What follows belongs to an exercise in optimizing a design on an open flow for small area, a short achievable clock period and few clock cycles per item; a production flow would make more cautious choices.
RTL that was checked went through simulation tests only; none was proved equivalent to the original.
No activity file was given, so power comes from the tool's default toggle rates.

Design sparse_int_array_store, start of the top module:
module sparse_int_array_store
#(
    parameter int ENTRIES = 16
) (
    input  logic        clk,
    input  logic        rst_n,
    input  logic        req_valid,
    output logic        req_ready,
    input  logic [2:0]  req_action,
    input  logic [31:0] req_index,
    input  logic [31:0] req_operand,
    output logic        rsp_valid,
    input  logic        rsp_ready,
    output logic [31:0] rsp_result_value,
    output logic        rsp_status
);
Size in the first run: about 1300 flip-flops.
==> module sparse_int_array_store, before the edit <==
module sparse_int_array_store
#(
    parameter int ENTRIES = 16
) (
    input  logic        clk,
    input  logic        rst_n,
    input  logic        req_valid,
    output logic        req_ready,
    input  logic [2:0]  req_action,
    input  logic [31:0] req_index,
    input  logic [31:0] req_operand,
    output logic        rsp_valid,
    input  logic        rsp_ready,
    output logic [31:0] rsp_result_value,
    output logic        rsp_status
);
    localparam int N = ENTRIES;
    logic [N-1:0] used;
    logic [31:0]  tidx [N];
    logic [31:0]  tval [N];
    logic         ready_q;
    logic         v0;
    logic [2:0]   act0;
    logic [31:0]  idx0;
    logic [31:0]  opnd0;
    logic         v1;
    logic [31:0]  idx1;
    logic [31:0]  add1;
    logic [31:0]  old1;
    logic         hit1;
    logic [N-1:0] match1;
    logic         same1;
    logic         store1;
    logic         write1;
    logic         resold1;
    logic         unused1;
    logic         wwe;
    logic         wexists;
    logic [31:0]  wval;
    logic [N-1:0] wslot;
    logic         hv, tv;
    logic [31:0]  hval, tval_q;
    logic         hst, tst;
    logic [N-1:0] match;
    logic [N-1:0] wsel;
    logic [31:0]  tabval;
    logic         hitm;
    logic         hitw;
    logic [31:0]  oldm;
    logic         samem;
    logic [31:0]  addm;
    assign wsel = wslot & {N{wwe}};
    always_comb
    begin
        for (int s = 0; s < N; s++)
            match[s] = used[s] && (tidx[s] == idx0);
        tabval = '0;
        for (int s = 0; s < N; s++)
            tabval = tabval | (tval[s] & {32{match[s] && !wsel[s]}});
        hitm  = |match;
        hitw  = |(match & wsel);
        oldm  = tabval | (wval & {32{hitw}});
        samem = v1 && (idx0 == idx1);
        case (act0)
            3'd1, 3'd2: addm = opnd0;
            3'd3, 3'd4: addm = 32'd1;
            default:    addm = 32'd0;
        endcase
    end
    logic         selw, selm;
    logic [31:0]  olde;
    logic [31:0]  sum;
    logic         zero;
    logic         nz;
    logic         hitc;
    logic [N-1:0] hslot;
    logic [N-1:0] fslot;
    logic         full;
    logic         fail;
    logic [N-1:0] slotc;
    logic [31:0]  res;
    logic         commit;
    logic         space1;
    logic         mv01;
    assign selw = same1 && wexists && !write1;
    assign selm = !same1 && !write1;
    assign olde = (wval & {32{selw}}) | (old1 & {32{selm}});
    assign sum  = olde + add1;
    always_comb
    begin
        logic [31:0] x, c;
        x = olde ^ add1;
        c = {olde[30:0] | add1[30:0], 1'b0};
        zero = &(~(x ^ c));
    end
    assign nz = !zero;
    assign hitc  = same1 ? wexists : hit1;
    assign hslot = same1 ? wslot : match1;
    assign full  = &used;
    always_comb
    begin
        fslot = '0;
        for (int s = N - 1; s >= 0; s--)
            if (!used[s])
                fslot = N'(1) << s;
    end
    assign fail  = store1 && nz && !hitc && full;
    assign slotc = hitc ? hslot : fslot;
    assign res   = (unused1 || fail) ? 32'd0 : (resold1 ? olde : sum);
    logic pop;
    logic v0_n, v1_n, hv_n, tv_n;
    assign commit = v1 && !tv;
    assign space1 = !v1 || commit;
    assign mv01   = v0 && space1;
    assign pop    = hv && rsp_ready;
    always_comb
    begin
        v0_n = ready_q ? req_valid : v0;
        v1_n = mv01 || (v1 && !commit);
        if (tv)
        begin
            hv_n = 1'b1;
            tv_n = !pop;
        end
        else if (hv)
        begin
            hv_n = !pop || commit;
            tv_n = !pop && commit;
        end
        else
        begin
            hv_n = commit;
            tv_n = 1'b0;
        end
    end
    always_ff @(posedge clk or negedge rst_n)
    begin
        if (!rst_n)
        begin
            ready_q <= 1'b1;
            v0      <= 1'b0;
            v1      <= 1'b0;
            hv      <= 1'b0;
            tv      <= 1'b0;
            wwe     <= 1'b0;
            used    <= '0;
        end
        else
        begin
            ready_q <= !v0_n || !v1_n || !tv_n;
            v0      <= v0_n;
            v1      <= v1_n;
            hv      <= hv_n;
            tv      <= tv_n;
            if (commit)
                wwe <= store1 && !fail;
            for (int s = 0; s < N; s++)
                if (commit && store1 && slotc[s])
                    used[s] <= nz;
        end
    end
    always_ff @(posedge clk)
    begin
        if (ready_q)
        begin
            act0  <= req_action;
            idx0  <= req_index;
            opnd0 <= req_operand;
        end
        if (mv01)
        begin
            idx1    <= idx0;
            add1    <= addm;
            old1    <= oldm;
            hit1    <= hitm;
            match1  <= match;
            same1   <= samem;
            store1  <= (act0 >= 3'd1) && (act0 <= 3'd4);
            write1  <= (act0 == 3'd1);
            resold1 <= (act0 == 3'd0) || (act0 == 3'd4);
            unused1 <= (act0 >= 3'd5);
        end
        if (commit)
        begin
            wval    <= sum;
            wslot   <= slotc;
            wexists <= store1 ? (nz && !fail) : hitc;
        end
        for (int s = 0; s < N; s++)
        begin
            if (fslot[s])
                tidx[s] <= idx1;
            if (wsel[s])
                tval[s] <= wval;
        end
        if (commit)
        begin
            tval_q <= res;
            tst    <= fail;
        end
        if (!hv || pop)
        begin
            if (tv)
            begin
                hval <= tval_q;
                hst  <= tst;
            end
            else
            begin
                hval <= res;
                hst  <= fail;
            end
        end
    end
    assign req_ready        = ready_q;
    assign rsp_valid        = hv;
    assign rsp_result_value = hval;
    assign rsp_status       = hst;
endmodule
export LEC_CHECK = 0
export CAP_MARGIN = 20
export CORE_MARGIN = 2
export CORE_UTILIZATION = 40
export SETUP_SLACK_MARGIN = 5
export SLEW_MARGIN = 20
create_clock -name core_clock -period 9.0 [get_ports {clk}]
run.sh (not shown) runs the stock make flow with config.mk's settings and CLKGATE_MAP_FILE= SYNTH_SCRIPT=/design/flow/synth_recipe.tcl, a recipe that flattens the netlist after the stock synthesis.
The first run finished clean.
Change:
--- a/flow/design.v
+++ b/flow/design.v
@@ -202,4 +202,5 @@
     logic         fail;
     logic [N-1:0] slotc;
+    logic         upd;
     logic [31:0]  res;
     logic         commit;
@@ -230,4 +231,5 @@
     assign fail  = store1 && nz && !hitc && full;
     assign slotc = hitc ? hslot : fslot;
+    assign upd   = commit && store1 && !fail;
     assign res   = (unused1 || fail) ? 32'd0 : (resold1 ? olde : sum);
     logic pop;
@@ -279,5 +281,5 @@
                 wwe <= store1 && !fail;
             for (int s = 0; s < N; s++)
-                if (commit && store1 && slotc[s])
+                if (upd && slotc[s])
                     used[s] <= nz;
         end
@@ -312,5 +314,5 @@
         for (int s = 0; s < N; s++)
         begin
-            if (fslot[s])
+            if (upd && slotc[s])
                 tidx[s] <= idx1;
             if (wsel[s])
Result: Clock-buffer cell count goes up by 7. Synthesized area goes down slightly. Register-to-register slack improved by 0.03 ns. Worst setup slack improved by 0.030 ns. Sequential share of layout area goes down by 0.95 points. Total power goes down by a few percent. Global-route usage goes up by 0.31 points. Core utilization goes up by 0.78 points. Final cell count goes up slightly. Routed wire length goes up slightly. Maximum frequency goes up slightly.
Testbench counts after the change, summed over its fixed seeds: cycles 8,024, items 8,000.
For the first run of this note, only the layout was checked, not whether the RTL still works.

re-timing with driven ports:
The results above use ideal ports. As a check the final layouts listed here were re-extracted and re-timed, cells and wires unchanged. Step 1 assumes that a clkbuf_16 drives the clock port and a buf_2 every other input. Step 2 moves the port delays by t, midway between the first and last clock arrival at a register: inputs arrive t later, outputs are due t later. That takes back most of the time a late clock gives input paths. a / b / c = no drivers / after step 1 / after step 2; a / b = the first two.
| run | t, ns | setup WS [ns] | worst setup path at the end | worst slew at a driven data input, ns |
|---|---|---|---|---|
| the first run | 0.829 | 5.023 / 5.023 / 5.023 | register to register | 0.05 |
| the second run | 0.849 | 5.053 / 5.053 / 5.053 | register to register | 0.05 |
After both steps setup and hold are still met in every run listed.
